From an optimization exercise on the open Yosys and OpenROAD flow, aimed at small area; shortcuts taken in it are not production practice. In this exercise RTL edits were held to simulation tests only and were not proved equivalent to the original. The clock cells of runs 7 and 8 come from the design's own scripts or RTL, not from TritonCTS. No driver is modelled on the clock port, so clock power and skew are understated where the tree is cut down; a real chip needs a root buffer or a tree. Power figures rest on the tool's default switching activity, not on a simulated workload.

==> design.v <==
module inputConditioner #(
    parameter int waitTime = 3,
    parameter logic resetLevel = 1'b0
) (
    input  logic clk,
    input  logic arstN,
    input  logic noisy,
    output logic conditioned,
    output logic risingEdge,
    output logic fallingEdge
);
    localparam int cntWidth = (waitTime < 1) ? 1 : $clog2(waitTime + 1);
    logic syncMeta;
    logic syncOut;
    logic [cntWidth-1:0] stableCnt;
    always_ff @(posedge clk or negedge arstN) begin
        if (!arstN) begin
            syncMeta <= resetLevel;
            syncOut  <= resetLevel;
        end else begin
            syncMeta <= noisy;
            syncOut  <= syncMeta;
        end
    end
    logic accepted;
    always_ff @(posedge clk or negedge arstN) begin
        if (!arstN) begin
            conditioned <= resetLevel;
        end else if ((syncOut != conditioned) && (stableCnt == cntWidth'(waitTime))) begin
            conditioned <= syncOut;
        end
    end
    always_ff @(posedge clk) begin
        accepted <= 1'b0;
        if (syncOut == conditioned) begin
            stableCnt <= '0;
        end else if (stableCnt == cntWidth'(waitTime)) begin
            stableCnt <= '0;
            accepted  <= 1'b1;
        end else begin
            stableCnt <= stableCnt + 1'b1;
        end
    end
    assign risingEdge  = accepted && conditioned;
    assign fallingEdge = accepted && !conditioned;
endmodule
module spiMemorySlave
#(
    parameter int waitTime = 3
) (
    input  logic clk,
    input  logic arstN,
    input  logic sclk,
    input  logic csN,
    input  logic mosi,
    output logic miso,
    output logic misoOe
);
    localparam logic [2:0] stIdle      = 3'd0;
    localparam logic [2:0] stGetAddr   = 3'd1;
    localparam logic [2:0] stReadShift = 3'd2;
    localparam logic [2:0] stWrShift   = 3'd3;
    localparam logic [2:0] stWaitCs    = 3'd4;
    logic csClean;
    logic sclkRise;
    logic sclkFall;
    logic mosiClean;
    inputConditioner #(
        .waitTime  (waitTime),
        .resetLevel(1'b1)
    ) csCond (
        .clk        (clk),
        .arstN      (arstN),
        .noisy      (csN),
        .conditioned(csClean),
        .risingEdge (),
        .fallingEdge()
    );
    inputConditioner #(
        .waitTime  (waitTime),
        .resetLevel(1'b0)
    ) sclkCond (
        .clk        (clk),
        .arstN      (arstN),
        .noisy      (sclk),
        .conditioned(),
        .risingEdge (sclkRise),
        .fallingEdge(sclkFall)
    );
    inputConditioner #(
        .waitTime  (waitTime),
        .resetLevel(1'b0)
    ) mosiCond (
        .clk        (clk),
        .arstN      (arstN),
        .noisy      (mosi),
        .conditioned(mosiClean),
        .risingEdge (),
        .fallingEdge()
    );
    logic [2:0] state;
    logic [2:0] bitCnt;
    logic       shiftEn;
    logic       lastBit;
    assign shiftEn = sclkRise &&
                     ((state == stGetAddr) || (state == stWrShift) || (state == stReadShift));
    assign lastBit = shiftEn && (bitCnt == 3'd7);
    logic [6:0] addr;
    logic [7:0] dataReg;
    logic [2:0] wAddrHi;
    logic       wPending;
    logic [4:0]    phase;
    logic          clearing;
    logic [1023:0] mem;
    logic [1023:0] memNext;
    logic [3:0]    ins;
    logic [7:0]    insData;
    logic          wIns;
    logic [6:0]    wAddr;
    logic          eq3;
    logic          eq4;
    always_ff @(posedge clk or negedge arstN) begin
        if (!arstN) begin
            state    <= stIdle;
            wPending <= 1'b0;
        end else begin
            if (wIns) begin
                wPending <= 1'b0;
            end
            if (csClean) begin
                state <= stIdle;
            end else begin
                case (state)
                    stIdle: begin
                        state <= stGetAddr;
                    end
                    stGetAddr: begin
                        if (lastBit) begin
                            state <= mosiClean ? stReadShift : stWrShift;
                        end
                    end
                    stReadShift: begin
                        if (lastBit) begin
                            state <= stWaitCs;
                        end
                    end
                    stWrShift: begin
                        if (lastBit) begin
                            state    <= stWaitCs;
                            wPending <= 1'b1;
                        end
                    end
                    stWaitCs: begin
                        state <= stWaitCs;
                    end
                    default: begin
                        state <= stIdle;
                    end
                endcase
            end
        end
    end
    always_ff @(posedge clk) begin
        if (csClean || (state == stIdle)) begin
            bitCnt <= '0;
        end else if (shiftEn) begin
            bitCnt <= bitCnt + 1'b1;
        end
    end
    always_ff @(posedge clk) begin
        for (int i = 0; i < 7; i++) begin
            if (shiftEn && (state == stGetAddr) && (bitCnt == 3'(6 - i))) begin
                addr[i] <= mosiClean;
            end
        end
        if (lastBit && (state == stWrShift)) begin
            wAddrHi <= addr[6:4];
        end
    end
    always_ff @(posedge clk or negedge arstN) begin
        if (!arstN) begin
            phase    <= '0;
            clearing <= 1'b1;
        end else begin
            phase <= phase + 1'b1;
            if (phase == 5'd31) begin
                clearing <= 1'b0;
            end
        end
    end
    assign wAddr   = {wAddrHi, addr[3:0]};
    assign eq3     = (phase[2:0] == addr[2:0]);
    assign eq4     = eq3 && (phase[3] == addr[3]);
    assign wIns    = wPending && eq4 && (phase[4] == wAddrHi[0]);
    assign insData = dataReg;
    for (genvar r = 0; r < 4; r++) begin : gRing
        assign ins[r] = clearing || (wIns && (wAddr[6:5] == 2'(r)));
        assign memNext[(r*32)*8 +: 8] = ins[r] ? insData : mem[(r*32+31)*8 +: 8];
        for (genvar k = 1; k < 32; k++) begin : gSlot
            assign memNext[(r*32+k)*8 +: 8] = mem[(r*32+k-1)*8 +: 8];
        end
    end
    always_ff @(posedge clk) begin
        mem <= memNext;
    end
    logic [15:0] tap7;
    logic [7:0]  tap6;
    logic [7:0]  tap5;
    logic [19:0] tapLow;
    logic [1:0]  sel7;
    logic        sel65;
    logic        rdEn;
    for (genvar r = 0; r < 4; r++) begin : gTap
        for (genvar j = 0; j < 4; j++) begin : gT7
            assign tap7[r*4+j] = mem[(r*32+8*j+7)*8 + 7];
        end
        for (genvar j = 0; j < 2; j++) begin : gT65
            assign tap6[r*2+j] = mem[(r*32+16*j+15)*8 + 6];
            assign tap5[r*2+j] = mem[(r*32+16*j+15)*8 + 5];
        end
        for (genvar b = 0; b < 5; b++) begin : gTL
            assign tapLow[b*4+r] = mem[(r*32+31)*8 + b];
        end
    end
    assign sel7  = phase[4:3] - addr[4:3] - 2'd1;
    assign sel65 = ~(phase[4] ^ addr[4]);
    assign rdEn = ((state == stGetAddr) && (bitCnt == 3'd7)) || (state == stReadShift);
    always_ff @(posedge clk or negedge arstN) begin
        if (!arstN) begin
            dataReg <= '0;
        end else if (shiftEn && (state == stWrShift)) begin
            dataReg <= {dataReg[6:0], mosiClean};
        end else if (rdEn) begin
            if (eq3) begin
                dataReg[7] <= tap7[{addr[6:5], sel7}];
            end
            if (eq4) begin
                dataReg[6] <= tap6[{addr[6:5], sel65}];
                dataReg[5] <= tap5[{addr[6:5], sel65}];
            end
            if (eq4 && (phase[4] == addr[4])) begin
                for (int b = 0; b < 5; b++) begin
                    dataReg[b] <= tapLow[b*4 + addr[6:5]];
                end
            end
        end
    end
    always_ff @(posedge clk or negedge arstN) begin
        if (!arstN) begin
            miso   <= 1'b0;
            misoOe <= 1'b0;
        end else if (csClean) begin
            miso   <= 1'b0;
            misoOe <= 1'b0;
        end else if (sclkFall) begin
            if (state == stReadShift) begin
                miso   <= dataReg[~bitCnt];
                misoOe <= 1'b1;
            end else begin
                miso   <= 1'b0;
                misoOe <= 1'b0;
            end
        end
    end
endmodule
==> flow/run.sh <==
#!/bin/bash
# standard layout, with the clock tree built without dummy loads
set -euo pipefail
export CTS_ARGS="-sink_clustering_enable -repair_clock_nets -dont_use_dummy_load -buf_list sky130_fd_sc_hd__clkbuf_16 -root_buf sky130_fd_sc_hd__clkbuf_8 -tree_buf sky130_fd_sc_hd__clkbuf_8 -sink_clustering_buffer sky130_fd_sc_hd__clkbuf_16 -sink_clustering_size 36 -sink_clustering_max_diameter 80 -clustering_unbalance_ratio 0.2"
export BUFFER_PORTS_ARGS="-buffer_cell sky130_fd_sc_hd__buf_1"
bash standard.sh > standard_make.log 2>&1
==> standard.sh <==
#!/bin/bash
# synth_recipe.tcl (not shown) runs the flow's synth.tcl, then flattens the netlist and writes it again
# the make line also repeats each setting of config.mk as NAME=value (left out here)
make -C /OpenROAD-flow-scripts/flow DESIGN_CONFIG=/design/flow/config.mk WORK_HOME=/design/flow/orfs CLKGATE_MAP_FILE= SYNTH_SCRIPT=/design/flow/synth_recipe.tcl "${@:-finish}"
==> config.mk <==
export PLATFORM = sky130hd
export DESIGN_NAME = spiMemorySlave
export DESIGN_NICKNAME = spiMemorySlave
export VERILOG_FILES = /design/flow/design.v
export SDC_FILE = /design/flow/constraint.sdc
export NUM_CORES = 4
export LEC_CHECK = 0
export CAP_MARGIN = 20
export CORE_MARGIN = 2
export CORE_UTILIZATION = 40
export SLEW_MARGIN = 20
==> constraint.sdc <==
create_clock -name core_clock -period 8.0 [get_ports {clk}]
set_input_delay 1.6000 -clock core_clock [delete_from_list [all_inputs] [get_ports {clk}]]
set_output_delay 1.6000 -clock core_clock [all_outputs]
set_load 0.01 [all_outputs]
==> run notes, run 1 <==
status=timing/DRC/antenna clean; Num Clock Sinks=1073; mapped cell area=0.0235 mm²; H-tree depth=2; Max Slew Vio Count=0; Tmin final=2.91 ns; Final WS setup=5.09 ns; max cap viols=0; critical path, cell by cell=buf_1; clock tree buffer depth=3; Worst-Skew Late Latency=0.80 ns; RSZ-0062 raised after global routing=no; hold path start=mem[520]; Yosys cell types=40; pin count of the biggest net entering global routing=37; port bufs=6; CP startpoint=miso; hold_ws=0.127 ns; critical path peak fanout=2; final wirelength=27200 µm; VDD IR max=237 µV; Sequential Power Share=0.708; Total Routing Usage GR=0.0921; Worst Path Required=6.40 ns; most frequent cell after synthesis=dfxtp_1; RePlAce Congestion=0.761; area share of the largest cell type after synthesis=0.882; total CTS buffers=37; Hold Fails Final Rpt=0; Vias/cell=3.95; Filler Cells Inserted=4938; CTS tree=yes; grt ovf=0; P&R area growth vs syn=7.76%; DIE WIDTH=246 µm; Max Clock Skew=0.217 ns; antenna violation net count after detailed routing=0; sw power=1.46 mW; relative slew slack=0.277; Ports=7; worst-margin pin slew=1.08 ns; WP buf/inv=1; leading cell types by count after synthesis=dfxtp_1 (1034), mux2_2 (35), dfrtp_1 (25), nand2_1 (21), ha_1 (12); Setup Fix Bufs, Post-CTS=0; Worst Hold Class=reg2reg; Residual DRC=0; core area=0.0578 mm²; logic gate share of total power=0.009; via count=8175; Final Core Density=0.437; TNS Setup=0 ns; fmax=344 MHz; synth warn=3; Cell Rows=88; crit-path max cell delay=0.39 ns; nets=1320; CTS hold repair buffers=0; Post-DP Area=0.0244 mm²; Post-Place Cells=2029; clk slew on worst S/H paths=0.12 ns; critical path class=reg2out; CP delay by family, top=flip-flops; Syn Area/Cell=18.5 µm²; Post-synth EDFFs=10; Synth Instances=1268; initial antenna violation count=3; post-synthesis sequential area ratio=0.926; syn_nets=1285; clock power share=0.283; post-place setup slack=5.61 ns; clk root buf=clkbuf_8; CTS-repair resized insts=0; fin cells=2070; Setup crit start kind=flip-flop; total power=7.65 mW; first-pass GRT wire length=43300 µm; crit path DAT=1.31 ns; die height=246 µm; Pleak=9.97 nW; internal power component=6.20 mW; Finished Cell Area=0.0253 mm²; synth top area cells=dfxtp_1 (88%), dfrtp_1 (2.7%), mux2_2 (1.7%), edfxtp_1 (1.3%), mux4_1 (0.90%); Initial Utilization=0.406; pwr dens=303 mW/mm²; WL/cell=13.2 µm; #FFs+latches synth=1073; switch share=0.190; share of cells above drive strength 1=0.0699; Async SR Flop Fraction=0.0270; setup violators final=0; vias in the first global route=8155; CP max stage cell=dfrtp_1; Tcrit/Tclk final=0.363; Synth Flop Type=dfxtp_1; drt initial violations=452; reg2reg start=bitCnt[1]; first drt pass iteration count=4; Yosys top cell by area=dfxtp_1; endpoint class of the critical path=output port; die area=0.0606 mm²; hpwl dp=16500 µm
[power by group through the flow]
stage | Combinational (mW) | Sequential, mW | Clock, mW
after floorplan | 0.0627 | 5.52 | 0
after global placement | 0.0603 | 5.54 | 0
after detailed placement | 0.0670 | 5.54 | 0
after CTS | 0.0677 | 5.42 | 2.26
after global routing | 0.0785 | 5.43 | 2.43
final | 0.0670 | 5.42 | 2.17
[state kept, by name, indices dropped and copies added, names as in the netlist]
signal and cells:
mosiCond.stableCnt 2, csCond.conditioned 1, csCond.syncMeta 1, state 3, dataReg 8, mosiCond.syncMeta 1
sclkCond.stableCnt 2, sclkCond.syncMeta 1, wAddrHi 3, sclkCond.accepted 1, mosiCond.conditioned 1, miso 1
csCond.stableCnt 2, mosiCond.syncOut 1, csCond.syncOut 1, sclkCond.conditioned 1, misoOe 1, clearing 1
wPending 1, addr 7, phase 5, bitCnt 3, mem 1024, sclkCond.syncOut 1
[worst paths after layout]
path | end | slack (ns) | cells after the start
setup / recovery | miso | 5.09 | 1
hold / removal | mem[528] | 0.13 | 0
setup reg to reg | dataReg[5] | 5.55 | 6
hold reg to reg | mem[528] | 0.13 | 0
max in group asynchronous | wPending | 6.66 | 1
min in group asynchronous | mosiCond.conditioned | 0.84 | 1
[final cells by class]
type / count / area, µm² / area share
antenna: 4 / 10.0 / 0.000396
clock buffer: 37 / 870 / 0.0344
inverter: 7 / 26.3 / 0.00104
multi-input combinational: 178 / 1660 / 0.0656
sequential: 1073 / 21700 / 0.860
tap: 765 / 957 / 0.0379
timing repair buffer: 6 / 23.8 / 0.000941
[layer usage]
metal | vias to the layer above | GRT usage | routed length, µm
li1 | 4100 | - | -
met1 | 3908 | 0.131 | 13900
met2 | 103 | 0.130 | 10700
met4 | 0 | 0.0422 | 1010
met5 | - | 0 | 0
met3 | 64 | 0.0256 | 1610
[cells in the final DEF (no fill, tap or decap), types with 2 or more instances in the layout]
master,synthesis,routed
dfxtp_1,1034,1034
mux2_2,35,35
clkbuf_16,0,32
dfrtp_1,25,25
nand2_1,21,21
ha_1,12,12
and3_1,10,10
a21oi_1,10,10
edfxtp_1,10,10
xnor2_1,9,9
nor2_1,8,8
nor3_1,8,8
mux4_1,8,8
inv_1,7,7
mux4_2,7,7
mux2i_1,6,6
a41oi_1,5,5
clkbuf_8,0,5
buf_1,1,5
diode_2,0,4
nand3_1,4,4
nor2b_1,4,4
nor4b_1,4,4
nor3b_1,4,4
dfstp_2,4,4
o21ai_0,3,3
nand4_1,2,2
a21oi_2,2,2
xor2_1,2,2
a221o_1,2,2
a31oi_1,2,2
[cells by family (layout without fill, tap and decap cells)]
family / after synthesis / after routing / synth area share
AO/OA/AOI/OAI: 29 / 29 / 0.00864
XOR/XNOR: 12 / 12 / 0.00512
AND/OR/NAND/NOR: 69 / 69 / 0.0155
adder cells (fa/ha/maj): 12 / 12 / 0.00640
flip-flops: 1073 / 1073 / 0.926
buffers and inverters: 17 / 50 / 0.00288
other: 0 / 4 / 0
multiplexers: 56 / 56 / 0.0350
==> inputs of run 2 (changes only) <==
==> flow/run.sh (replaced) <==
#!/bin/bash
# standard layout, with the clock tree built without dummy loads
set -euo pipefail
export CTS_ARGS="-sink_clustering_enable -repair_clock_nets -dont_use_dummy_load -buf_list sky130_fd_sc_hd__clkbuf_16 -root_buf sky130_fd_sc_hd__clkbuf_8 -tree_buf sky130_fd_sc_hd__clkbuf_8 -sink_clustering_buffer sky130_fd_sc_hd__clkbuf_16 -sink_clustering_size 36 -sink_clustering_max_diameter 80 -clustering_exponent 2"
export BUFFER_PORTS_ARGS="-buffer_cell sky130_fd_sc_hd__buf_1"
bash standard.sh > standard_make.log 2>&1
==> run notes, run 2 <==
status=timing/DRC/antenna clean; first drt pass iteration count=4 (unchanged); Cell Rows=88 (unchanged); Worst Hold Class=reg2reg; synth warn=3 (unchanged); leading cell types by count after synthesis=dfxtp_1 (1034), mux2_2 (35), dfrtp_1 (25), nand2_1 (21), ha_1 (12); max reg flops=1024 (unchanged); VDD IR max=238 µV (+0.43%); nets=1320 (unchanged); crit path DAT=1.18 ns (-0.13 ns); via count=8174 (-0.012%); Final WS setup=5.22 ns (+0.123 ns); fmax=359 MHz (+4.4%); drt initial violations=409 (-9.5%); DIE WIDTH=246 µm (unchanged); WL/cell=13.1 µm (about the same); Vias/cell=3.95 (about the same); Tcrit/Tclk final=0.348 (-0.0153); critical path class=reg2out; RSZ-0062 raised after global routing=no; Ports=7 (unchanged); Max Slew Vio Count=0 (unchanged); #FFs+latches synth=1073 (unchanged); Pleak=9.97 nW (unchanged); port bufs=6 (unchanged); CTS-repair resized insts=0 (unchanged); Finished Cell Area=0.0253 mm² (unchanged); post-place setup slack=5.61 ns (unchanged); Max Clock Skew=0.0586 ns (-0.158 ns); Synth Flop Type=dfxtp_1; total CTS buffers=37 (unchanged); pin count of the biggest net entering global routing=37 (unchanged); Num Clock Sinks=1073 (unchanged); Post-synth EDFFs=10 (unchanged); antenna violation net count after detailed routing=0 (unchanged); Setup crit start kind=flip-flop; area share of the largest cell type after synthesis=0.882 (unchanged); Final Core Density=0.437 (unchanged); crit-path max cell delay=0.39 ns (about the same); critical path peak fanout=2 (unchanged); worst-margin pin slew=1.09 ns (+0.00699 ns); vias in the first global route=8152 (-0.037%); commonest non-fill, non-tap cell in the layout=dfxtp_1; Yosys top cell by area=dfxtp_1; CP delay by family, top=flip-flops; initial antenna violation count=3 (unchanged); Initial Utilization=0.406 (unchanged); synth top area cells=dfxtp_1 (88%), dfrtp_1 (2.7%), mux2_2 (1.7%), edfxtp_1 (1.3%), mux4_1 (0.90%); mapped cell area=0.0235 mm² (unchanged); TNS Setup=0 ns (unchanged); max cap viols=0 (unchanged); clock tree buffer depth=3 (unchanged); CTS tree=yes; CP max stage cell=dfrtp_1; Setup Fix Bufs, Post-CTS=0 (unchanged); Yosys cell types=40 (unchanged); WP buf/inv=1 (unchanged); die height=246 µm (unchanged); Async SR Flop Fraction=0.0270 (unchanged); Hold Fails Final Rpt=0 (unchanged); first-pass GRT wire length=43100 µm (-0.45%); relative slew slack=0.273 (-0.00466); syn_nets=1285 (unchanged); most frequent cell after synthesis=dfxtp_1; critical path, cell by cell=buf_1; Syn Area/Cell=18.5 µm² (unchanged); final wirelength=27200 µm (about the same); pwr dens=303 mW/mm² (about the same); Residual DRC=0 (unchanged); core area=0.0578 mm² (unchanged); Worst Path Required=6.40 ns (about the same); post-synthesis sequential area ratio=0.926 (unchanged); clk root buf=clkbuf_8; RePlAce Congestion=0.761 (unchanged); setup violators final=0 (unchanged); Largest regs=mem x1024, dataReg x8, addr x7; CTS hold repair buffers=0 (unchanged); Reg with most FFs=mem; H-tree depth=2 (unchanged); endpoint class of the critical path=output port; hpwl dp=16500 µm (unchanged); Worst-Skew Late Latency=0.68 ns (-0.12 ns); clk slew on worst S/H paths=0.11 ns (about the same); total power=7.65 mW (about the same); die area=0.0606 mm² (unchanged); grt ovf=0 (unchanged); Total Routing Usage GR=0.0920 (-0.000114); Tmin final=2.78 ns (-0.123 ns); Synth Instances=1268 (unchanged); commonest cells after routing, fill and taps aside=dfxtp_1 (1034), mux2_2 (35), clkbuf_16 (32); Post-DP Area=0.0244 mm² (unchanged); share of cells above drive strength 1=0.0699 (unchanged); P&R area growth vs syn=7.76% (unchanged)
run 2: cell counts after synthesis:
Identical to the previous run, type by type.
run 2: through the flow:
step / instances / hold WS, ns
floorplan: 1268 / 0.310
global placement: 2029 / 0.310
detailed placement: 2029 / 0.312
CTS: 2066 / 0.278
global route: 2066 / 0.276
finish: 2070 / 0.276
run 2: layout make-up:
type,count,area [µm²]
timing repair buffer,6,23.8
inverter,7,26.3
clock buffer,37,870
antenna,4,10.0
fill,4938,32500
multi-input combinational,178,1660
sequential,1073,21700
tap,765,957
run 2: final timing paths:
kind                            slack [ns]                    to  cells after the start      start
worst max register to register        5.55            dataReg[5]                      6  bitCnt[0]
worst max-delay path                  5.22                  miso                      1       miso
min in group asynchronous             0.96  mosiCond.conditioned                      1      arstN
max in group asynchronous             6.54            dataReg[6]                      1      arstN
worst min register to register        0.28              mem[151]                      0   mem[143]
worst min-delay path                  0.28              mem[151]                      0   mem[143]
run 2: per-layer routing:
| metal | part of all wire | wire length [µm] | up-vias | GRT usage |
|---|---|---|---|---|
| li1 | - | - | 4099 | - |
| met1 | 0.52 | 14200 | 3903 | 0.131 |
| met2 | 0.39 | 10700 | 110 | 0.130 |
| met3 | 0.052 | 1420 | 62 | 0.0253 |
| met4 | 0.034 | 924 | 0 | 0.0422 |
| met5 | 0 | 0 | - | 0 |
run 2: cells by family (layout without fill, tap and decap cells):
group                      count (synthesis)  in the layout  synth area share
muxes                                     56             56            0.0350
and+or+nand+nor                           69             69            0.0155
buffers and inverters                     17             50           0.00288
DFF                                     1073           1073             0.926
xor gates and xnor gates                  12             12           0.00512
other                                      0              4                 0
AOI/OAI and AO/OA                         29             29           0.00864
adders and majority gates                 12             12           0.00640
run 2: where the power goes:
part / leakage [nW] / switching [mW] / total (mW) / internal, mW
sequential: 8.78 / 0.0364 / 5.42 / 5.38
clock: 0.430 / 1.39 / 2.17 / 0.781
combinational: 0.760 / 0.0328 / 0.0669 / 0.0341
==> inputs of run 3 (changes only) <==
==> flow/run.sh (replaced) <==
#!/bin/bash
# standard layout, with the clock tree built without dummy loads
set -euo pipefail
export CTS_ARGS="-sink_clustering_enable -repair_clock_nets -dont_use_dummy_load -buf_list sky130_fd_sc_hd__clkbuf_16 -root_buf sky130_fd_sc_hd__clkbuf_8 -tree_buf sky130_fd_sc_hd__clkbuf_8 -sink_clustering_buffer sky130_fd_sc_hd__clkbuf_16 -sink_clustering_size 36 -sink_clustering_max_diameter 80 -clustering_exponent 6"
export BUFFER_PORTS_ARGS="-buffer_cell sky130_fd_sc_hd__buf_1"
bash standard.sh > standard_make.log 2>&1
==> run notes, run 3 <==
clock tree buffer depth=3 (unchanged); final wirelength=27200 µm (unchanged); Synth Instances=1268 (unchanged); Finished Cell Area=0.0253 mm² (unchanged); initial antenna violation count=3 (unchanged); first-pass GRT wire length=43100 µm (unchanged); P&R area growth vs syn=7.76% (unchanged); Tmin final=2.78 ns (unchanged); endpoint class of the critical path=output port; Max Slew Vio Count=0 (unchanged); Final WS setup=5.22 ns (unchanged); VDD IR max=238 µV (unchanged); critical path, cell by cell=buf_1; nets=1320 (unchanged); RSZ-0062 raised after global routing=no; leading cell types by count after synthesis=dfxtp_1 (1034), mux2_2 (35), dfrtp_1 (25), nand2_1 (21), ha_1 (12); post-synthesis sequential area ratio=0.926 (unchanged); Ports=7 (unchanged); DIE WIDTH=246 µm (unchanged); antenna violation net count after detailed routing=0 (unchanged); Cell Rows=88 (unchanged); Hold Fails Final Rpt=0 (unchanged); critical path class=reg2out; crit-path max cell delay=0.39 ns (about the same); CTS tree=yes; syn_nets=1285 (unchanged); area share of the largest cell type after synthesis=0.882 (unchanged); Tcrit/Tclk final=0.348 (unchanged); fmax=359 MHz (unchanged); Synth Flop Type=dfxtp_1; total CTS buffers=37 (unchanged); Post-synth EDFFs=10 (unchanged); Num Clock Sinks=1073 (unchanged); port bufs=6 (unchanged); H-tree depth=2 (unchanged); die height=246 µm (unchanged); mapped cell area=0.0235 mm² (unchanged); die area=0.0606 mm² (unchanged); via count=8174 (unchanged); Filler Cells Inserted=4938 (unchanged); CP delay by family, top=flip-flops; Async SR Flop Fraction=0.0270 (unchanged); relative slew slack=0.273 (unchanged); Syn Area/Cell=18.5 µm² (unchanged); #FFs+latches synth=1073 (unchanged); pwr dens=303 mW/mm² (unchanged); clk slew on worst S/H paths=0.11 ns (about the same); area of the multi-input gates=0.00166 mm² (unchanged); CTS-repair resized insts=0 (unchanged); hold_ws=0.276 ns (unchanged); Vias/cell=3.95 (unchanged); synth warn=3 (unchanged); Residual DRC=0 (unchanged); Setup crit start kind=flip-flop; pin count of the biggest net entering global routing=37 (unchanged); most frequent cell after synthesis=dfxtp_1; Yosys top cell by area=dfxtp_1; share of cells above drive strength 1=0.0699 (unchanged); post-place setup slack=5.61 ns (unchanged); Worst Hold Class=reg2reg; vias in the first global route=8152 (unchanged); CTS hold repair buffers=0 (unchanged); grt ovf=0 (unchanged); setup violators final=0 (unchanged); critical path peak fanout=2 (unchanged); Worst-Skew Late Latency=0.68 ns (about the same); clk root buf=clkbuf_8; WP buf/inv=1 (unchanged); synth top area cells=dfxtp_1 (88%), dfrtp_1 (2.7%), mux2_2 (1.7%), edfxtp_1 (1.3%), mux4_1 (0.90%); crit path DAT=1.18 ns (about the same); register area=0.0217 mm² (unchanged); core area=0.0578 mm² (unchanged); max reg flops=1024 (unchanged); Yosys cell types=40 (unchanged); status=timing/DRC/antenna clean; Largest regs=mem x1024, dataReg x8, addr x7; Setup Fix Bufs, Post-CTS=0 (unchanged); Max Clock Skew=0.0586 ns (unchanged); Reg with most FFs=mem; CP max stage cell=dfrtp_1; Worst Path Required=6.40 ns (about the same); first drt pass iteration count=4 (unchanged); Post-DP Area=0.0244 mm² (unchanged); commonest non-fill, non-tap cell in the layout=dfxtp_1; hpwl dp=16500 µm (unchanged); WL/cell=13.1 µm (unchanged); worst-margin pin slew=1.09 ns (unchanged); Pleak=9.97 nW (unchanged); Initial Utilization=0.406 (unchanged); commonest cells after routing, fill and taps aside=dfxtp_1 (1034), mux2_2 (35), clkbuf_16 (32); Total Routing Usage GR=0.0920 (unchanged); RePlAce Congestion=0.761 (unchanged); max cap viols=0 (unchanged); TNS Setup=0 ns (unchanged); drt initial violations=409 (unchanged)
## run 3: metrics by stage
stage / instances / util / power (mW)
after global routing: 2066 / 0.437 / 7.92
final: 2070 / 0.437 / 7.65
after CTS: 2066 / 0.437 / 7.74
after floorplan: 1268 / - / 5.58
after global placement: 2029 / 0.422 / 5.60
after detailed placement: 2029 / 0.422 / 5.61
## run 3: cell type report
cell class                 count  area share
antenna                        4    0.000396
clock buffer                  37      0.0344
inverter                       7     0.00104
multi-input combinational    178      0.0656
sequential                  1073       0.860
tap                          765      0.0379
timing repair buffer           6    0.000941
## run 3: cell families (layout without fill, tap and decap cells)
logic type,count (synthesis),in the layout,share of synthesized area
other cells,0,4,0
buf+inv,17,50,0.00288
fa+ha+maj,12,12,0.00640
flops,1073,1073,0.926
compound gates,29,29,0.00864
simple gates,69,69,0.0155
mux,56,56,0.0350
xor+xnor,12,12,0.00512
## run 3: routing by layer
layer	global-route usage	share of wire	routed length (µm)
met1	0.131	0.52	14200
met5	0	0	0
met4	0.0422	0.034	924
met2	0.130	0.39	10700
met3	0.0253	0.052	1420
## run 3: worst paths after layout
kind | from | endpoint | slack [ns] | cells after the start
setup / recovery | miso | miso | 5.22 | 1
hold / removal | mem[143] | mem[151] | 0.28 | 0
setup reg to reg | bitCnt[0] | dataReg[5] | 5.55 | 6
hold reg to reg | mem[143] | mem[151] | 0.28 | 0
max in group asynchronous | arstN | dataReg[6] | 6.54 | 1
min in group asynchronous | arstN | mosiCond.conditioned | 0.96 | 1
## run 3: power breakdown
part / switching (mW) / internal (mW)
sequential: 0.0364 / 5.38
combinational: 0.0328 / 0.0341
clock: 1.39 / 0.781
==> inputs of run 4 (changes only) <==
==> flow/run.sh (replaced) <==
#!/bin/bash
# standard layout; the clock tree is built without dummy loads, with
# clkbuf_16 leaves and clkbuf_8 above them, and the ports get buf_1 buffers
set -euo pipefail
export CTS_ARGS="-sink_clustering_enable -repair_clock_nets -dont_use_dummy_load -buf_list sky130_fd_sc_hd__clkbuf_16 -sink_clustering_size 36 -sink_clustering_max_diameter 80 -root_buf sky130_fd_sc_hd__clkbuf_8 -tree_buf sky130_fd_sc_hd__clkbuf_8 -sink_clustering_buffer sky130_fd_sc_hd__clkbuf_16"
export BUFFER_PORTS_ARGS="-buffer_cell sky130_fd_sc_hd__buf_1"
bash standard.sh > standard_make.log 2>&1
==> run notes, run 4 <==
Total Routing Usage GR=0.0920 (unchanged); CP delay by family, top=flip-flops; leading cell types by count after synthesis=dfxtp_1 (1034), mux2_2 (35), dfrtp_1 (25), nand2_1 (21), ha_1 (12); Max Clock Skew=0.0586 ns (unchanged); Syn Area/Cell=18.5 µm² (unchanged); pwr dens=303 mW/mm² (unchanged); grt ovf=0 (unchanged); Yosys top cell by area=dfxtp_1; most frequent cell after synthesis=dfxtp_1; commonest cells after routing, fill and taps aside=dfxtp_1 (1034), mux2_2 (35), clkbuf_16 (32); post-synthesis sequential area ratio=0.926 (unchanged); VDD IR max=238 µV (unchanged); internal power component=6.20 mW (unchanged); fmax=359 MHz (unchanged); WL/cell=13.1 µm (unchanged); CTS tree=yes; relative slew slack=0.273 (unchanged); CTS-repair resized insts=0 (unchanged); Pleak=9.97 nW (unchanged); critical path peak fanout=2 (unchanged); Final Core Density=0.437 (unchanged); Worst-Skew Late Latency=0.68 ns (about the same); DIE WIDTH=246 µm (unchanged); critical path class=reg2out; final wirelength=27200 µm (unchanged); Worst Path Required=6.40 ns (about the same); XOR/XNOR Fraction of Synth Area=0.00512 (unchanged); P&R area growth vs syn=7.76% (unchanged); Initial Utilization=0.406 (unchanged); Setup crit start kind=flip-flop; Synth Flop Type=dfxtp_1; Num Clock Sinks=1073 (unchanged); post-synthesis mux area share=0.0350 (unchanged); Tmin final=2.78 ns (unchanged); Async SR Flop Fraction=0.0270 (unchanged); core area=0.0578 mm² (unchanged); Post-synth EDFFs=10 (unchanged); syn_nets=1285 (unchanged); logic gate share of total power=0.009 (about the same); die height=246 µm (unchanged); port bufs=6 (unchanged); setup violators final=0 (unchanged); first-pass GRT wire length=43100 µm (unchanged); synth top area cells=dfxtp_1 (88%), dfrtp_1 (2.7%), mux2_2 (1.7%), edfxtp_1 (1.3%), mux4_1 (0.90%); register area=0.0217 mm² (unchanged); status=timing/DRC/antenna clean; critical path, cell by cell=buf_1; die area=0.0606 mm² (unchanged); mapped cell area=0.0235 mm² (unchanged); H-tree depth=2 (unchanged); share of cells above drive strength 1=0.0699 (unchanged); switch share=0.190 (unchanged); Yosys cell types=40 (unchanged); #FFs+latches synth=1073 (unchanged); commonest non-fill, non-tap cell in the layout=dfxtp_1; max reg flops=1024 (unchanged); crit path DAT=1.18 ns (about the same); clock power share=0.283 (about the same); first drt pass iteration count=4 (unchanged); Reg with most FFs=mem; crit-path max cell delay=0.39 ns (about the same); Residual DRC=0 (unchanged); Adder-Cell Fraction of Synth Area=0.00640 (unchanged); Largest regs=mem x1024, dataReg x8, addr x7; WP buf/inv=1 (unchanged); sw power=1.46 mW (unchanged); clk root buf=clkbuf_8; Sequential Power Share=0.708 (about the same); endpoint class of the critical path=output port; RSZ-0062 raised after global routing=no; antenna violation net count after detailed routing=0 (unchanged); pin count of the biggest net entering global routing=37 (unchanged); via count=8174 (unchanged); Worst Hold Class=reg2reg; Ports=7 (unchanged); synth warn=3 (unchanged); Post-Synth Simple-Gate Area=0.0155 (unchanged); Synth Instances=1268 (unchanged); initial antenna violation count=3 (unchanged); total CTS buffers=37 (unchanged); Max Slew Vio Count=0 (unchanged); Filler Cells Inserted=4938 (unchanged); max cap viols=0 (unchanged); combinational family with the most area after synthesis=multiplexers; Setup Fix Bufs, Post-CTS=0 (unchanged); clk slew on worst S/H paths=0.11 ns (about the same); CTS hold repair buffers=0 (unchanged); worst-margin pin slew=1.09 ns (unchanged); Vias/cell=3.95 (unchanged); hpwl dp=16500 µm (unchanged); TNS Setup=0 ns (unchanged); CP max stage cell=dfrtp_1; Tcrit/Tclk final=0.348 (unchanged); Hold Fails Final Rpt=0 (unchanged); Cell Rows=88 (unchanged); drt initial violations=409 (unchanged); RePlAce Congestion=0.761 (unchanged); nets=1320 (unchanged); vias in the first global route=8152 (unchanged); area of the multi-input gates=0.00166 mm² (unchanged); area share of the largest cell type after synthesis=0.882 (unchanged); clock tree buffer depth=3 (unchanged); Compound-Gate Fraction of Synth Area=0.00864 (unchanged)
## run 4: cells by family (layout without fill, tap and decap cells)
kind of cell | Yosys count | count (layout)
other | 0 | 4
DFF | 1073 | 1073
AOI/OAI and AO/OA | 29 | 29
adders and majority gates | 12 | 12
xor gates and xnor gates | 12 | 12
and+or+nand+nor | 69 | 69
muxes | 56 | 56
buffers and inverters | 17 | 50
## run 4: power by group through the flow
stage               clock [mW]  sequential (mW)  combinational [mW]
finish                    2.17             5.42              0.0669
global placement             0             5.54              0.0603
detailed placement           0             5.54              0.0670
CTS                       2.25             5.42              0.0677
global route              2.42             5.43              0.0785
floorplan                    0             5.52              0.0627
## run 4: metal layers
metal | up-vias | GRT usage | routed length (µm)
met3 | 62 | 0.0253 | 1420
met5 | - | 0 | 0
met4 | 0 | 0.0422 | 924
met1 | 3903 | 0.131 | 14200
met2 | 110 | 0.130 | 10700
li1 | 4099 | - | -
## run 4: per-stage QoR
step	cell area, µm²	hold slack (ns)	setup slack [ns]	cells	power (mW)
2_1_floorplan	23500	0.310	6.02	1268	5.58
3_3_place_gp	24400	0.310	5.78	2029	5.60
3_5_place_dp	24400	0.312	5.61	2029	5.61
4_1_cts	25300	0.278	5.14	2066	7.74
5_1_grt	25300	0.276	5.13	2066	7.92
6_report	25300	0.276	5.22	2070	7.65
## run 4: area by class of cell
cell class              count  area share
repair buffers              6    0.000941
diodes                      4    0.000396
well taps                 765      0.0379
clock buffers              37      0.0344
multi-input cells         178      0.0656
flip-flops and latches   1073       0.860
inverters                   7     0.00104
## run 4: final timing paths
check / start / end / slack (ns) / cells after the start
hold / removal: mem[143] / mem[151] / 0.28 / 0
min in group asynchronous: arstN / mosiCond.conditioned / 0.96 / 1
setup reg to reg: bitCnt[0] / dataReg[5] / 5.55 / 6
setup / recovery: miso / miso / 5.22 / 1
max in group asynchronous: arstN / dataReg[6] / 6.54 / 1
hold reg to reg: mem[143] / mem[151] / 0.28 / 0
==> inputs of run 5 (changes only) <==
==> flow/run.sh (replaced) <==
#!/bin/bash
# standard layout; the clock tree is built without dummy loads, with
# clkbuf_16 leaves and clkbuf_8 above them, then each leaf buffer is shrunk
# to the smallest clkbuf that keeps its clock-pin slew in margin; the ports
# get buf_1 buffers
set -euo pipefail
here=$(pwd)
export CTS_ARGS="-sink_clustering_enable -repair_clock_nets -dont_use_dummy_load -buf_list sky130_fd_sc_hd__clkbuf_16 -sink_clustering_size 36 -sink_clustering_max_diameter 80 -root_buf sky130_fd_sc_hd__clkbuf_8 -tree_buf sky130_fd_sc_hd__clkbuf_8 -sink_clustering_buffer sky130_fd_sc_hd__clkbuf_16"
export BUFFER_PORTS_ARGS="-buffer_cell sky130_fd_sc_hd__buf_1"
export POST_CTS_TCL="$here/flow/leaf_resize.tcl"
bash standard.sh > standard_make.log 2>&1
==> flow/leaf_resize.tcl (new file) <==
# After clock tree synthesis: give each leaf clock buffer the smallest clkbuf
# that keeps the estimated slew at its flip-flop clock pins under a margin.
set leaf_slew_limit 0.110
set leaf_cells {sky130_fd_sc_hd__clkbuf_4 sky130_fd_sc_hd__clkbuf_8}
set block [ord::get_db_block]
estimate_parasitics -placement

proc leaf_worst_slew { inst } {
  set net [[$inst findITerm X] getNet]
  set worst 0
  foreach it [$net getITerms] {
    if { [$it isOutputSignal] } { continue }
    set p [get_pins "[[$it getInst] getName]/[[$it getMTerm] getName]"]
    set s [get_property $p slew_max]
    if { $s > $worst } { set worst $s }
  }
  return $worst
}

foreach inst [$block getInsts] {
  set orig [[$inst getMaster] getName]
  if { ![string match "clkbuf_leaf_*" [$inst getName]] } { continue }
  set done 0
  foreach cell $leaf_cells {
    replace_cell $inst $cell
    estimate_parasitics -placement
    set s [leaf_worst_slew $inst]
    if { $s <= $leaf_slew_limit } {
      puts "leaf_resize: [$inst getName] $orig -> $cell slew [format %.4f $s]"
      set done 1
      break
    }
  }
  if { !$done } {
    replace_cell $inst $orig
    estimate_parasitics -placement
    puts "leaf_resize: [$inst getName] keeps $orig slew [format %.4f [leaf_worst_slew $inst]]"
  }
}
==> run notes, run 5 <==
status=did not finish; Fail Step=clock tree synthesis (4_1_cts); tool error=[ERROR STA-0124] instance type 'odb__dbInst' is not an instance.; Yosys top cell by area=dfxtp_1; DIE WIDTH=246 µm (unchanged); mapped cell area=0.0235 mm² (unchanged); RePlAce Congestion=0.761 (unchanged); leading cell types by count after synthesis=dfxtp_1 (1034), mux2_2 (35), dfrtp_1 (25), nand2_1 (21), ha_1 (12); syn_nets=1285 (unchanged); hpwl dp=16500 µm (unchanged); Synth Flop Type=dfxtp_1; Initial Utilization=0.406 (unchanged); Num Clock Sinks=1073 (unchanged); port bufs=6 (unchanged); most frequent cell after synthesis=dfxtp_1; Synth Instances=1268 (unchanged); post-synthesis sequential area ratio=0.926 (unchanged); Post-synth EDFFs=10 (unchanged); die height=246 µm (unchanged); Async SR Flop Fraction=0.0270 (unchanged); Ports=7 (unchanged); Syn Area/Cell=18.5 µm² (unchanged); Post-Place Cells=2029 (unchanged); area share of the largest cell type after synthesis=0.882 (unchanged); synth warn=3 (unchanged); #FFs+latches synth=1073 (unchanged); Cell Rows=88 (unchanged); synth top area cells=dfxtp_1 (88%), dfrtp_1 (2.7%), mux2_2 (1.7%), edfxtp_1 (1.3%), mux4_1 (0.90%); Yosys cell types=40 (unchanged)
## run 5: cell counts after synthesis
No cell type changed its count.
## run 5: how the worst min path moves through the flow
stage,to,slack [ns]
2_1_floorplan,mem[1000],0.31
3_3_place_gp,mem[942],0.31
3_5_place_dp,mem[399],0.31
## run 5: cell families after synthesis
family | synth area share
XOR/XNOR | 0.00512
AND/OR/NAND/NOR | 0.0155
adder cells (fa/ha/maj) | 0.00640
flip-flops | 0.926
multiplexers | 0.0350
AO/OA/AOI/OAI | 0.00864
buffers and inverters | 0.00288
## run 5: metrics by stage
step | area [µm²] | setup WS [ns] | power, mW | util | hold slack (ns)
after detailed placement | 24400 | 5.61 | 5.61 | 0.422 | 0.312
after global placement | 24400 | 5.78 | 5.60 | 0.422 | 0.310
after floorplan | 23500 | 6.02 | 5.58 | - | 0.310
## run 5: power by group through the flow
stage / clock network [mW] / logic (mW) / registers [mW]
2_1_floorplan: 0 / 0.0627 / 5.52
3_3_place_gp: 0 / 0.0603 / 5.54
3_5_place_dp: 0 / 0.0670 / 5.54
==> inputs of run 6 (changes only) <==
--- a/flow/leaf_resize.tcl
+++ b/flow/leaf_resize.tcl
@@ -22,7 +22,7 @@
   if { ![string match "clkbuf_leaf_*" [$inst getName]] } { continue }
   set done 0
   foreach cell $leaf_cells {
-    replace_cell $inst $cell
+    replace_cell [$inst getName] $cell
     estimate_parasitics -placement
     set s [leaf_worst_slew $inst]
     if { $s <= $leaf_slew_limit } {
@@ -32,7 +32,7 @@
     }
   }
   if { !$done } {
-    replace_cell $inst $orig
+    replace_cell [$inst getName] $orig
     estimate_parasitics -placement
     puts "leaf_resize: [$inst getName] keeps $orig slew [format %.4f [leaf_worst_slew $inst]]"
   }
==> run notes, run 6 <==
Worst Hold Class=reg2reg; pin count of the biggest net entering global routing=37; Yosys cell types=40 (unchanged); Async SR Flop Fraction=0.0270 (unchanged); Worst Path Required=6.40 ns; Total Routing Usage GR=0.0920; #FFs+latches synth=1073 (unchanged); commonest cells after routing, fill and taps aside=dfxtp_1 (1034), mux2_2 (35), clkbuf_16 (31); nets=1320; most frequent cell after synthesis=dfxtp_1; RePlAce Congestion=0.761 (unchanged); Yosys top cell by area=dfxtp_1; syn_nets=1285 (unchanged); max reg flops=1024; CTS tree=yes; hold path start=mem[345]; TNS Setup=0 ns; VDD IR max=238 µV; post-synthesis sequential area ratio=0.926 (unchanged); Vias/cell=3.95; core area=0.0578 mm²; fmax=360 MHz; vias in the first global route=8153; pwr dens=302 mW/mm²; leading cell types by count after synthesis=dfxtp_1 (1034), mux2_2 (35), dfrtp_1 (25), nand2_1 (21), ha_1 (12); drt initial violations=403; Hold Fails Final Rpt=0; RSZ-0062 raised after global routing=no; crit-path max cell delay=0.39 ns; Synth Flop Type=dfxtp_1; setup violators final=0; P&R area growth vs syn=7.71%; mapped cell area=0.0235 mm² (unchanged); Initial Utilization=0.406 (unchanged); CP delay by family, top=flip-flops; reg2reg start=bitCnt[0]; Synth Instances=1268 (unchanged); commonest non-fill, non-tap cell in the layout=dfxtp_1; Ports=7 (unchanged); WP buf/inv=1; grt ovf=0; hpwl dp=16500 µm (unchanged); Final Core Density=0.437; Max Clock Skew=0.0585 ns; Syn Area/Cell=18.5 µm² (unchanged); CP startpoint=miso; Post-Place Cells=2029 (unchanged); antenna violation net count after detailed routing=0; max cap viols=0; first-pass GRT wire length=43100 µm; initial antenna violation count=3; status=timing/DRC/antenna clean; share of cells above drive strength 1=0.0699; port bufs=6 (unchanged); Worst-Skew Late Latency=0.68 ns; Tcrit/Tclk final=0.347; relative slew slack=0.259; via count=8176; critical path peak fanout=2; first drt pass iteration count=4; Tmin final=2.78 ns; die area=0.0606 mm²; fin cells=2070; area share of the largest cell type after synthesis=0.882 (unchanged); Largest regs=mem x1024, dataReg x8, addr x7; critical path, cell by cell=buf_1; synth warn=3 (unchanged); Residual DRC=0; CP max stage cell=dfrtp_1; worst-margin pin slew=1.11 ns; Reg with most FFs=mem; die height=246 µm (unchanged); Cell Rows=88 (unchanged); Setup crit start kind=flip-flop; WL/cell=13.1 µm; endpoint class of the critical path=output port; DIE WIDTH=246 µm (unchanged); crit path DAT=1.18 ns; clk slew on worst S/H paths=0.12 ns; critical path class=reg2out; Post-synth EDFFs=10 (unchanged); Pleak=9.97 nW; synth top area cells=dfxtp_1 (88%), dfrtp_1 (2.7%), mux2_2 (1.7%), edfxtp_1 (1.3%), mux4_1 (0.90%); Max Slew Vio Count=0; final wirelength=27200 µm; Num Clock Sinks=1073 (unchanged)
-- run 6: cell counts after synthesis --
Identical to the previous run, type by type.
-- run 6: area by class of cell --
class                           instances  area, µm²
Sequential cell                      1073      21700
Antenna cell                            4       10.0
Timing Repair Buffer                    6       23.8
Multi-Input combinational cell        178       1660
Clock buffer                           37        858
Tap cell                              765        957
Inverter                                7       26.3
Fill cell                            4939      32500
-- run 6: worst paths after layout --
path / end / slack, ns / cells past startpoint
max: miso / 5.22 / 1
min: mem[353] / 0.29 / 0
max reg2reg: dataReg[5] / 5.53 / 6
min reg2reg: mem[353] / 0.29 / 0
max in group asynchronous: dataReg[6] / 6.54 / 1
min in group asynchronous: dataReg[0] / 0.97 / 1
-- run 6: cells by family (layout without fill, tap and decap cells) --
logic type | after synthesis | count (layout) | synth area share
buffers and inverters | 17 | 50 | 0.00288
XOR/XNOR | 12 | 12 | 0.00512
flip-flops | 1073 | 1073 | 0.926
AND/OR/NAND/NOR | 69 | 69 | 0.0155
multiplexers | 56 | 56 | 0.0350
AO/OA/AOI/OAI | 29 | 29 | 0.00864
other | 0 | 4 | 0
adder cells (fa/ha/maj) | 12 | 12 | 0.00640
-- run 6: through the flow --
step | setup slack [ns] | power, mW | hold WS [ns] | area (µm²)
2_1_floorplan | 6.02 | 5.58 | 0.310 | 23500
3_3_place_gp | 5.78 | 5.60 | 0.310 | 24400
3_5_place_dp | 5.61 | 5.61 | 0.312 | 24400
5_1_grt | 5.13 | 7.91 | 0.290 | 25300
6_report | 5.22 | 7.64 | 0.293 | 25300
-- run 6: report_power, final --
| part | leakage [nW] | internal (mW) | switching (mW) |
|---|---|---|---|
| Sequential | 8.78 | 5.38 | 0.0364 |
| Clock | 0.425 | 0.771 | 1.38 |
| Combinational | 0.760 | 0.0341 | 0.0328 |
| Total | 9.97 | 6.19 | 1.45 |
-- run 6: per-layer routing --
layer | track usage | wire [µm]
met4 | 0.0422 | 909
met2 | 0.130 | 10700
met5 | 0 | 0
met1 | 0.131 | 14100
met3 | 0.0253 | 1460
==> inputs of run 7 (changes only) <==
==> flow/run.sh (replaced) <==
#!/bin/bash
# standard layout; the clock tree is built without dummy loads, then its
# last two buffer levels are swapped for inverters; the ports get buf_1 buffers
set -euo pipefail
here=$(pwd)
export CTS_ARGS="-sink_clustering_enable -repair_clock_nets -dont_use_dummy_load -buf_list sky130_fd_sc_hd__clkbuf_16 -sink_clustering_size 40 -sink_clustering_max_diameter 80 -root_buf sky130_fd_sc_hd__clkbuf_16 -tree_buf sky130_fd_sc_hd__clkbuf_8 -sink_clustering_buffer sky130_fd_sc_hd__clkbuf_16"
export BUFFER_PORTS_ARGS="-buffer_cell sky130_fd_sc_hd__buf_1"
export POST_CTS_TCL="$here/flow/clock_inverters.tcl"
bash standard.sh > standard_make.log 2>&1
==> flow/clock_inverters.tcl (new file) <==
# After clock tree synthesis: turn the last two buffer levels of the clock
# tree into inverters (inverters drive more per area than buffers). Every
# flip-flop then sees two inversions, i.e. the clock with its own polarity.
set db [ord::get_db]
set block [ord::get_db_block]
set leaf_master [$db findMaster sky130_fd_sc_hd__inv_16]
set mid_master  [$db findMaster sky130_fd_sc_hd__inv_16]

proc clock_drivers_of { net } {
  # buffer instances driven by this net
  set res {}
  foreach it [$net getITerms] {
    if { [$it isOutputSignal] } { continue }
    set inst [$it getInst]
    if { [string match "*clkbuf*" [[$inst getMaster] getName]] } { lappend res $inst }
  }
  return $res
}

proc swap_to_inverter { block inst master } {
  set name [$inst getName]
  set in_net [[$inst findITerm A] getNet]
  set out_net [[$inst findITerm X] getNet]
  set loc [$inst getLocation]
  set orient [$inst getOrient]
  odb::dbInst_destroy $inst
  set new [odb::dbInst_create $block $master $name]
  $new setLocation [lindex $loc 0] [lindex $loc 1]
  $new setOrient $orient
  $new setPlacementStatus PLACED
  [$new findITerm A] connect $in_net
  [$new findITerm Y] connect $out_net
  return $new
}

# leaves: clock buffers whose output drives flip-flop clock pins only
set leaves {}
set mids {}
foreach inst [$block getInsts] {
  if { ![string match "*clkbuf*" [[$inst getMaster] getName]] } { continue }
  if { ![string match "clkbuf_leaf_*" [$inst getName]] } { continue }
  lappend leaves $inst
}
# the buffers that drive the leaves
foreach leaf $leaves {
  set drv [[[$leaf findITerm A] getNet] getFirstOutput]
  if { $drv == "NULL" } { error "leaf [$leaf getName] has no driver" }
  set d [$drv getInst]
  if { [lsearch -exact $mids $d] < 0 } { lappend mids $d }
}
# every leaf must hang directly under a mid buffer, and every mid buffer must
# drive leaves only, so each path has exactly two inversions
foreach m $mids {
  if { ![string match "*clkbuf*" [[$m getMaster] getName]] } { error "mid driver [$m getName] is not a clock buffer" }
  foreach it [[[$m findITerm X] getNet] getITerms] {
    if { [$it isOutputSignal] } { continue }
    if { ![string match "clkbuf_leaf_*" [[$it getInst] getName]] } { error "mid [$m getName] drives [[$it getInst] getName]" }
  }
}
puts "clock_inverters: [llength $leaves] leaves, [llength $mids] mid buffers"
foreach leaf $leaves { swap_to_inverter $block $leaf $leaf_master }
foreach m $mids { swap_to_inverter $block $m $mid_master }
set_propagated_clock [all_clocks]
estimate_parasitics -placement
report_check_types -max_slew -max_capacitance
removed: flow/leaf_resize.tcl
==> run notes, run 7 <==
share of cells above drive strength 1=0.0678 (-0.00215); fmax=381 MHz (+5.7%); synth warn=3 (unchanged); max cap viols=0 (unchanged); Compound-Gate Fraction of Synth Area=0.00864 (unchanged); initial antenna violation count=3 (unchanged); Synth Flop Type=dfxtp_1; vias in the first global route=8019 (-1.6%); clock power share=0.270 (-0.012); Ports=7 (unchanged); core area=0.0578 mm² (unchanged); hold path start=mem[526]; CP delay by family, top=flip-flops; CP max stage cell=dfrtp_1; Adder-Cell Fraction of Synth Area=0.00640 (unchanged); WP buf/inv=1 (unchanged); worst-margin pin slew=1.10 ns (-0.0108 ns); Reg with most FFs=mem; die area=0.0606 mm² (unchanged); XOR/XNOR Fraction of Synth Area=0.00512 (unchanged); reg2reg path depth=6 (unchanged); #FFs+latches synth=1073 (unchanged); Initial Utilization=0.406 (unchanged); antenna violation net count after detailed routing=0 (unchanged); DIE WIDTH=246 µm (unchanged); nets=1317 (-0.23%); Pleak=9.88 nW (-0.90%); internal power component=5.71 mW (-7.7%); Num Clock Sinks=1073 (unchanged); critical path class=reg2out; reg2reg start=bitCnt[0]; Tcrit/Tclk final=0.328 (-0.0189); Largest regs=mem x1024, dataReg x8, addr x7; hold_ws=0.278 ns (-0.0150 ns); commonest cells after routing, fill and taps aside=dfxtp_1 (1034), mux2_2 (35), inv_16 (33); clk slew on worst S/H paths=0.11 ns (about the same); area share of the largest cell type after synthesis=0.882 (unchanged); worst hold path depth=0 (unchanged); Sequential Power Share=0.721 (+0.012); VDD IR max=210 µV (-12%); syn_nets=1285 (unchanged); logic gate share of total power=0.009 (about the same); Synth Instances=1268 (unchanged); setup violators final=0 (unchanged); combinational family with the most area after synthesis=multiplexers; P&R area growth vs syn=6.96%; leading cell types by count after synthesis=dfxtp_1 (1034), mux2_2 (35), dfrtp_1 (25), nand2_1 (21), ha_1 (12); Post-Synth Simple-Gate Area=0.0155 (unchanged); Setup crit start kind=flip-flop; Max Clock Skew=0.0666 ns (+0.00816 ns); Worst Hold Class=reg2reg; drt initial violations=364 (-9.7%); Yosys cell types=40 (unchanged); critical path, cell by cell=buf_1; critical path peak fanout=2 (unchanged); most frequent cell after synthesis=dfxtp_1; sw power=1.81 mW (+24%); Hold Fails Final Rpt=0 (unchanged); R2R Setup Slk=5.55 ns (+0.02 ns); Worst Path Required=6.40 ns (about the same); post-synthesis sequential area ratio=0.926 (unchanged); Max Slew Vio Count=0 (unchanged); final wirelength=27000 µm (-0.78%); Yosys top cell by area=dfxtp_1; crit-path max cell delay=0.39 ns (about the same); post-synthesis mux area share=0.0350 (unchanged); max reg flops=1024 (unchanged); grt ovf=0 (unchanged); mapped cell area=0.0235 mm² (unchanged); Syn Area/Cell=18.5 µm² (unchanged); status=timing/DRC/antenna clean; via count=8174 (-0.024%); RePlAce Congestion=0.761 (unchanged); TNS Setup=0 ns (unchanged); commonest non-fill, non-tap cell in the layout=dfxtp_1; hpwl dp=16500 µm (unchanged); die height=246 µm (unchanged); Worst-Skew Late Latency=0.55 ns (-0.13 ns); Post-DP Area=0.0244 mm² (unchanged); WL/cell=13.1 µm (-0.59%); crit path DAT=1.03 ns (-0.15 ns); Finished Cell Area=0.0251 mm² (-0.69%); Total Routing Usage GR=0.0911 (-0.000856); Worst Hold Path EP=mem[534]; first drt pass iteration count=4 (unchanged); RSZ-0062 raised after global routing=no; worst r2r dst=dataReg[5]; endpoint class of the critical path=output port; synth top area cells=dfxtp_1 (88%), dfrtp_1 (2.7%), mux2_2 (1.7%), edfxtp_1 (1.3%), mux4_1 (0.90%); Post-synth EDFFs=10 (unchanged); port bufs=6 (unchanged); Residual DRC=0 (unchanged); pin count of the biggest net entering global routing=41 (+11%); Cell Rows=88 (unchanged); switch share=0.241 (+0.0504); Async SR Flop Fraction=0.0270 (unchanged); Vias/cell=3.96 (+0.17%); relative slew slack=0.266 (+0.00718); first-pass GRT wire length=42700 µm (-0.97%); pwr dens=300 mW/mm² (-0.94%); Tmin final=2.63 ns (-0.151 ns)
==> run 7: cell counts after synthesis <==
No cell type changed its count.
==> run 7: worst max-delay path by stage <==
| stage | from | endpoint | slack, ns | cells past startpoint |
|---|---|---|---|---|
| after global routing | misoOe | misoOe | 5.30 | 1 |
| after detailed placement | bitCnt[0] | dataReg[5] | 5.61 | 6 |
| after global placement | bitCnt[0] | dataReg[6] | 5.78 | 6 |
| after floorplan | miso | miso | 6.02 | 0 |
| final | miso | miso | 5.37 | 1 |
==> run 7: stage by stage <==
stage / instances / total power [mW] / worst slack, ns / utilization
6_report: 2066 / 7.52 / 5.37 / 0.434
5_1_grt: 2063 / 7.79 / 5.30 / 0.434
3_5_place_dp: 2029 / 5.61 / 5.61 / 0.422
3_3_place_gp: 2029 / 5.60 / 5.78 / 0.422
2_1_floorplan: 1268 / 5.58 / 6.02 / -
==> run 7: kinds of logic (layout without fill, tap and decap cells) <==
group | after synthesis | count (layout)
muxes | 56 | 56
adders and majority gates | 12 | 12
and+or+nand+nor | 69 | 69
AOI/OAI and AO/OA | 29 | 29
buffers and inverters | 17 | 47
xor gates and xnor gates | 12 | 12
other | 0 | 3
DFF | 1073 | 1073
==> run 7: area by class of cell, without the clock buffers <==
class | count | area [µm²]
Fill cell | 4965 | 32700
Antenna cell | 3 | 7.51
Timing Repair Buffer | 6 | 23.8
Inverter | 40 | 687
Multi-Input combinational cell | 178 | 1660
Sequential cell | 1073 | 21700
Tap cell | 765 | 957
==> run 7: layer usage <==
layer | vias to the layer above | GRT usage | part of all wire
met4 | 0 | 0.0337 | 0.030
met2 | 101 | 0.127 | 0.39
met1 | 3921 | 0.133 | 0.52
met5 | - | 0 | 0
li1 | 4091 | - | -
met3 | 61 | 0.0272 | 0.055
==> run 7: power by group through the flow <==
stage	sequential [mW]	clock (mW)	combinational, mW
after floorplan	5.52	0	0.0627
after global placement	5.54	0	0.0603
after detailed placement	5.54	0	0.0670
after global routing	5.43	2.28	0.0785
final	5.42	2.03	0.0669
==> inputs of run 8 (changes only) <==
--- a/flow/clock_inverters.tcl
+++ b/flow/clock_inverters.tcl
@@ -62,4 +62,40 @@
 foreach m $mids { swap_to_inverter $block $m $mid_master }
 set_propagated_clock [all_clocks]
 estimate_parasitics -placement
+
+# size each leaf inverter: the smallest whose estimated slew at its clock
+# pins stays under the limit
+set leaf_slew_limit 0.118
+set leaf_sizes {inv_4 inv_6 inv_8 inv_12 inv_16 clkinv_16}
+
+proc leaf_worst_slew { inst } {
+  set net [[$inst findITerm Y] getNet]
+  set worst 0
+  foreach it [$net getITerms] {
+    if { [$it isOutputSignal] } { continue }
+    set p [get_pins "[[$it getInst] getName]/[[$it getMTerm] getName]"]
+    set s [get_property $p slew_max]
+    if { $s > $worst } { set worst $s }
+  }
+  return $worst
+}
+
+foreach inst [$block getInsts] {
+  if { ![string match "clkbuf_leaf_*" [$inst getName]] } { continue }
+  set name [$inst getName]
+  set chosen ""
+  foreach size $leaf_sizes {
+    replace_cell $name sky130_fd_sc_hd__$size
+    estimate_parasitics -placement
+    set s [leaf_worst_slew $inst]
+    if { $s <= $leaf_slew_limit } {
+      set chosen $size
+      break
+    }
+  }
+  if { $chosen == "" } {
+    set chosen [lindex $leaf_sizes end]
+  }
+  puts "clock_inverters: $name -> $chosen slew [format %.4f $s]"
+}
 report_check_types -max_slew -max_capacitance
==> run notes, run 8 <==
Worst Hold Class=reg2reg; XOR/XNOR Fraction of Synth Area=0.00512 (unchanged); endpoint class of the critical path=output port; critical path, cell by cell=buf_1; die height=246 µm (unchanged); Tcrit/Tclk final=0.328 (about the same); Initial Utilization=0.406 (unchanged); Cell Rows=88 (unchanged); Setup crit start kind=flip-flop; die area=0.0606 mm² (unchanged); clk slew on worst S/H paths=0.11 ns (about the same); Max Clock Skew=0.0485 ns (-0.0181 ns); core area=0.0578 mm² (unchanged); first drt pass iteration count=4 (unchanged); Num Clock Sinks=1073 (unchanged); via count=8175 (+0.012%); most frequent cell after synthesis=dfxtp_1; final wirelength=27000 µm (about the same); share of cells above drive strength 1=0.0678 (unchanged); synth top area cells=dfxtp_1 (88%), dfrtp_1 (2.7%), mux2_2 (1.7%), edfxtp_1 (1.3%), mux4_1 (0.90%); commonest cells after routing, fill and taps aside=dfxtp_1 (1034), mux2_2 (35), inv_16 (26); worst-margin pin slew=1.06 ns (-0.0435 ns); Filler Cells Inserted=4968 (+0.060%); Pleak=9.86 nW (-0.19%); Worst-Skew Late Latency=0.54 ns (about the same); #FFs+latches synth=1073 (unchanged); vias in the first global route=8014 (-0.062%); Syn Area/Cell=18.5 µm² (unchanged); Compound-Gate Fraction of Synth Area=0.00864 (unchanged); Async SR Flop Fraction=0.0270 (unchanged); critical path peak fanout=2 (unchanged); P&R area growth vs syn=6.84%; Post-Synth Simple-Gate Area=0.0155 (unchanged); CP max stage cell=dfrtp_1; hpwl dp=16500 µm (unchanged); Yosys top cell by area=dfxtp_1; Worst Path Required=6.40 ns (about the same); grt ovf=0 (unchanged); Residual DRC=0 (unchanged); RePlAce Congestion=0.761 (unchanged); post-place setup slack=5.61 ns (unchanged); max reg flops=1024 (unchanged); critical path class=reg2out; hold_ws=0.308 ns (+0.0296 ns); syn_nets=1285 (unchanged); synth warn=3 (unchanged); TNS Setup=0 ns (unchanged); Finished Cell Area=0.0251 mm² (-0.11%); Tmin final=2.63 ns (+0.00148 ns); commonest non-fill, non-tap cell in the layout=dfxtp_1; area share of the largest cell type after synthesis=0.882 (unchanged); WL/cell=13.1 µm (about the same); RSZ-0062 raised after global routing=no; Synth Flop Type=dfxtp_1; drt initial violations=388 (+6.6%); DIE WIDTH=246 µm (unchanged); fin cells=2066 (unchanged); post-synthesis mux area share=0.0350 (unchanged); Post-synth EDFFs=10 (unchanged); VDD IR max=210 µV (about the same); fmax=381 MHz (about the same); nets=1317 (unchanged); mapped cell area=0.0235 mm² (unchanged); max cap viols=0 (unchanged); Vias/cell=3.96 (about the same); port bufs=6 (unchanged); post-synthesis sequential area ratio=0.926 (unchanged); Hold Fails Final Rpt=0 (unchanged); WP buf/inv=1 (unchanged); CP delay by family, top=flip-flops; Total Routing Usage GR=0.0911 (about the same); crit path DAT=1.03 ns (about the same); Yosys cell types=40 (unchanged); Adder-Cell Fraction of Synth Area=0.00640 (unchanged); first-pass GRT wire length=42700 µm (about the same); Post-DP Area=0.0244 mm² (unchanged); Final WS setup=5.37 ns (-0.00148 ns); leading cell types by count after synthesis=dfxtp_1 (1034), mux2_2 (35), dfrtp_1 (25), nand2_1 (21), ha_1 (12); pwr dens=298 mW/mm² (-0.45%); initial antenna violation count=3 (unchanged); Reg with most FFs=mem; status=timing/DRC/antenna clean; relative slew slack=0.295 (+0.0290); Max Slew Vio Count=0 (unchanged); crit-path max cell delay=0.39 ns (about the same); Ports=7 (unchanged); Post-Place Cells=2029 (unchanged); setup violators final=0 (unchanged); combinational family with the most area after synthesis=multiplexers; pin count of the biggest net entering global routing=41 (unchanged); Synth Instances=1268 (unchanged); Largest regs=mem x1024, dataReg x8, addr x7; antenna violation net count after detailed routing=0 (unchanged)
[run 8: cell types whose count changed in the layout (fill, tap and decap cells not counted)]
cell       previous run  this run
clkinv_16             0         1
inv_12                0         4
inv_16               33        26
inv_6                 0         2
[run 8: area by class of cell, without the clock buffers]
class	count	area (µm²)	area share
tap	765	957	0.0382
multi-input combinational	178	1660	0.0662
sequential	1073	21700	0.867
antenna	3	7.51	0.000300
timing repair buffer	6	23.8	0.000949
inverter	40	659	0.0263
[run 8: logic make-up after synthesis]
family          Yosys count
flops                  1073
compound gates           29
simple gates             69
fa+ha+maj                12
buf+inv                  17
xor+xnor                 12
mux                      56
[run 8: routing by layer]
layer  up-vias  global-route usage  wire (µm)
li1       4089                   -          -
met1      3950               0.133      14400
met5         -                   0          0
met3        55              0.0272       1140
met2        81               0.127      10700
met4         0              0.0337        760
[run 8: report_power, final]
part	leakage [nW]	internal (mW)	total, mW	switching, mW
Clock	0.316	0.276	1.99	1.71
Sequential	8.78	5.38	5.42	0.0360
Combinational	0.760	0.0341	0.0666	0.0325
Total	9.86	5.69	7.47	1.78
[run 8: path summary, 6_finish.rpt]
| path | startpoint | endpoint | slack (ns) | cells after the start |
|---|---|---|---|---|
| max in group asynchronous | arstN | wPending | 6.40 | 1 |
| hold / removal | mem[584] | mem[592] | 0.31 | 0 |
| min in group asynchronous | arstN | phase[4] | 1.10 | 1 |
| hold reg to reg | mem[584] | mem[592] | 0.31 | 0 |
| setup / recovery | miso | miso | 5.37 | 1 |
| setup reg to reg | bitCnt[0] | dataReg[5] | 5.58 | 6 |
[run 8: through the flow]
stage | util | power (mW)
final | 0.434 | 7.47
after floorplan | - | 5.58
after global placement | 0.422 | 5.60
after global routing | 0.433 | 7.75
after detailed placement | 0.422 | 5.61

==> separate check: timing with driven ports <==
The results above use ideal ports. As a check the final layouts listed here were re-extracted and re-timed, cells and wires unchanged.
Step 1 (the two cells are an assumption about what drives the block):
set clk [get_ports {clk}]
set_driving_cell -lib_cell sky130_fd_sc_hd__clkbuf_16 $clk
set_driving_cell -lib_cell sky130_fd_sc_hd__buf_2 [delete_from_list [all_inputs] $clk]
Step 2 times the ports against the registers' clock, not the clock port: input delays grow and output delays shrink by t, the midpoint of the rising clock arrivals with the driver on.
a / b / c = ideal / step 1 / step 2; a / b = the first two.
run	t, ns	setup WS [ns]	slew at the worst register clock pin (ns)	cell pins on the clock port's net
run 1	0.734	5.094 / 5.043 / 5.555	0.12 / 0.12	1
run 2	0.702	5.217 / 5.166 / 5.552	0.12 / 0.12	1
run 3	0.702	5.217 / 5.166 / 5.552	0.12 / 0.12	1
run 4	0.702	5.217 / 5.166 / 5.552	0.12 / 0.12	1
run 6	0.702	5.223 / 5.172 / 5.535	0.12 / 0.12	1
run 7	0.570	5.374 / 5.321 / 5.545	0.12 / 0.12	1
run 8	0.575	5.373 / 5.319 / 5.578	0.12 / 0.12	1
After both steps every run listed still meets setup and hold.
